This is an optimization exercise on Yosys and OpenROAD, whose aim is small area, a short achievable clock period and few clock cycles per item, not a production implementation.
The RTL was checked by simulation tests, not by an equivalence proof against the original design.
Power is estimated from default activity; no workload was simulated.

==> flow/design.v (excerpt) <==
module http_header_field_locator (
  input  wire logic        clk,
  input  wire logic        rst_n,
  input  wire logic        in_valid,
  output logic             in_stall,
  input  wire logic [7:0]  in_data_byte,
  input  wire logic        in_last_byte,
  output logic             out_valid,
  input  wire logic        out_stall,
  output logic             out_parse_ok,
  output logic             out_resp_flag,
  output logic [1:0]       out_method_kind,
  output logic [15:0]      out_status_code,
  output logic [15:0]      out_uri_offset,
  output logic [15:0]      out_uri_length,
  output logic [15:0]      out_host_offset,
  output logic [15:0]      out_host_length,
  output logic [15:0]      out_agent_offset,
  output logic [15:0]      out_agent_length,
  output logic [15:0]      out_ctype_offset,
  output logic [15:0]      out_ctype_length
);
make LEC_CHECK=0 ABC_AREA=1 CAP_MARGIN=20 CORE_AREA='2 2 168.09 168.09' CTS_BUF_LIST=sky130_fd_sc_hd__clkbuf_8 DIE_AREA='0 0 170.09 170.09' PLACE_DENSITY=0.7 SETUP_SLACK_MARGIN=2.1 SLEW_MARGIN=20 finish   # period 4.0 ns
run.sh (not shown) runs the stock make flow with config.mk's settings and CLKGATE_MAP_FILE= SYNTH_SCRIPT=/design/flow/synth_recipe.tcl, a recipe that flattens the netlist after the stock synthesis.
Testbench counts at the start, summed over its fixed seeds: cycles 57,812, bytes 57,796.
Rerun with:
==> flow/flow/run.sh (new file) <==
#!/bin/bash
# The standard layout (standard.sh) with clock tree synthesis using larger
# sink clusters and no dummy loads.
set -euo pipefail
bash standard.sh 'CTS_ARGS=-sink_clustering_enable -repair_clock_nets -sink_clustering_size 24 -sink_clustering_max_diameter 70 -dont_use_dummy_load' finish > standard_finish.log 2>&1
==> flow/standard.sh (new file) <==
#!/bin/bash
# synth_recipe.tcl (not shown) runs the flow's synth.tcl, then flattens the netlist and writes it again
# the make line also repeats each setting of config.mk as NAME=value (left out here)
make -C /OpenROAD-flow-scripts/flow DESIGN_CONFIG=/design/flow/config.mk WORK_HOME=/design/flow/orfs CLKGATE_MAP_FILE= SYNTH_SCRIPT=/design/flow/synth_recipe.tcl "${@:-finish}"
CTS_BUF_LIST = default   (was sky130_fd_sc_hd__clkbuf_8)
PLACE_DENSITY = default   (was 0.7)
removed: flow/run.sh
After rerunning: The changed run ran to the end with no violations. Synthesized cell count stays the same. Area after synthesis does not change. Cell area decreases by 3.2%. Maximum frequency increases by 3.7%. Hold slack is worse by 0.011 ns. Worst setup slack is better by 0.071 ns. Clock power decreases by 26%. Clock skew increases by 0.037 ns. Routed wire length decreases by 5.7%. Total power decreases by 9.2%.
Rerun with:
==> flow/run.sh (new file) <==
#!/bin/bash
# synth_recipe.tcl (not shown) runs the flow's synth.tcl, then flattens the netlist and writes it again
# the make line also repeats each setting of config.mk as NAME=value (left out here)
make -C /OpenROAD-flow-scripts/flow DESIGN_CONFIG=/design/flow/config.mk WORK_HOME=/design/flow/orfs CLKGATE_MAP_FILE= SYNTH_SCRIPT=/design/flow/synth_recipe.tcl finish
CTS_BUF_LIST = sky130_fd_sc_hd__clkbuf_8   (was default)
SETUP_SLACK_MARGIN = 2.07   (was 2.1)
removed: flow/flow/run.sh
removed: flow/standard.sh
Outcome: The changed run ran to the end with no violations. Global-route usage went up by 0.42 points. Wire length increases by 2.6%. Count of clock-buffer cells in the layout came out higher by 24.
Rerun with:
==> flow/flow/run.sh (new file) <==
#!/bin/bash
# The standard layout (standard.sh) with clock tree synthesis using larger
# sink clusters and no dummy loads.
set -euo pipefail
bash standard.sh 'CTS_ARGS=-sink_clustering_enable -repair_clock_nets -sink_clustering_size 24 -sink_clustering_max_diameter 70 -dont_use_dummy_load' finish > standard_finish.log 2>&1
==> flow/standard.sh (new file) <==
#!/bin/bash
# synth_recipe.tcl (not shown) runs the flow's synth.tcl, then flattens the netlist and writes it again
# the make line also repeats each setting of config.mk as NAME=value (left out here)
make -C /OpenROAD-flow-scripts/flow DESIGN_CONFIG=/design/flow/config.mk WORK_HOME=/design/flow/orfs CLKGATE_MAP_FILE= SYNTH_SCRIPT=/design/flow/synth_recipe.tcl "${@:-finish}"
CORE_AREA = 2 2 148 148   (was 2 2 168.09 168.09)
CTS_BUF_LIST = default   (was sky130_fd_sc_hd__clkbuf_8)
DIE_AREA = 0 0 150 150   (was 0 0 170.09 170.09)
SETUP_SLACK_MARGIN = 2.1   (was 2.07)
removed: flow/run.sh
After rerunning: Power drops by 10%. Via count drops by 2.7%. Count of clock-buffer cells in the layout drops by 26. Global-route usage climbs by 4.7 points. Cell area drops by 3.0%. Non-clock buffer count climbs by 2. Routed wire length drops by 0.35%.
Rerun with:
==> flow/flow/run.sh (replaced) <==
#!/bin/bash
# The standard layout (standard.sh) with clock tree synthesis run without
# sink clustering.
set -euo pipefail
bash standard.sh 'CTS_ARGS=-repair_clock_nets' finish > standard_finish.log 2>&1
CORE_AREA = 2 2 168.09 168.09   (was 2 2 148 148)
DIE_AREA = 0 0 170.09 170.09   (was 0 0 150 150)
Worst setup slack is worse by 0.043 ns.
Clock skew went down by 0.021 ns.
Final cell count went up by 7.3%.
Wire length went up by about 2.2%.
Non-clock buffer count went down by 8.
Via count went up by 2.6%.
Cell area went up by 7.6%.
Sequential share of layout area went down by 3.6 points.


rev 12:
http_header_field_locator, a different RTL version from the one above (not shown whole).
For scale: about 160 I/O pins.
clock: 4.0 ns
lec_check: 0
cap_margin: 20
core_margin: 2
core_utilization: 40
slew_margin: 20
Stock flow here: none of the scripts above is used.
Both conditions hold for rev 12: the flow ran to the end and the final layout passed the timing, DRC and antenna checks.
Testbench counts of rev 12, summed over its fixed seeds: cycles 58,188, bytes 57,796.
Relative to rev 12, the following input files were edited for rev 13:
- SETUP_SLACK_MARGIN newly set to 2.0
Notes after the runs:
Area added between synthesis and finish: rev 13 vs rev 12 up 19 points. Area occupied by multi-input gates in rev 13 vs rev 12: up 15%. Diff rev 12..rev 13 | async set-reset flop share out of synthesis | unchanged. Delta (rev 13 minus rev 12): placed cell area increased by 0.88% relative to the old numbers, combinational group share of total power increased by 2.1 points relative to the old numbers. Taking rev 12 as the reference point, the area used by sequential logic in the layout of rev 13 rises by about 0.4%. Core utilization (rev 13 over rev 12): increase, 7.9 points. The lower power attributed to combinational cells of rev 12 and rev 13 is in rev 12. Going from rev 12 to rev 13, clock-buffer cell count shrinks by about 3%.

-- re-timing with driven ports --
How much do the figures lean on ideal ports? The routed layouts below were timed once more, with nothing changed but the port constraints.
Step 1 assumes that a clkbuf_16 drives the clock port and a buf_2 every other input.
Step 2 also shifts input and output timing later by t, the mid clock arrival at the registers, as if the neighbouring blocks saw the same clock.
Slacks: ideal / step 1 / step 2; pairs: ideal / step 1.
run | shift t [ns] | slack for setup (ns) | worst setup path at the end | worst data-port slew with drivers (ns) | pins driven straight from the clock port
the first run of note 1 | 0.576 | 2.020 / 1.980 / 1.589 | input to register | 0.03 | 1
the second run of note 1 | 0.516 | 2.092 / 2.049 / 1.689 | input to register | 0.03 | 1
the third run of note 1 | 0.572 | 2.082 / 2.043 / 1.599 | input to register | 0.03 | 1
the fourth run of note 1 | 0.510 | 2.111 / 2.064 / 1.653 | input to register | 0.03 | 1
the fifth run of note 1 | 0.575 | 2.067 / 2.024 / 1.646 | input to register | 0.03 | 1
rev 12 | 0.575 | 0.549 / 0.549 / 0.549 | register to register | 0.04 | 1
rev 13 | 0.564 | 0.884 / 0.884 / 0.884 | register to register | 0.07 | 1
After both steps every run listed still meets setup and hold. The setup slack of the third run of note 1, which loses most, moves by -0.039 ns with the drivers and by -0.483 ns with both steps.
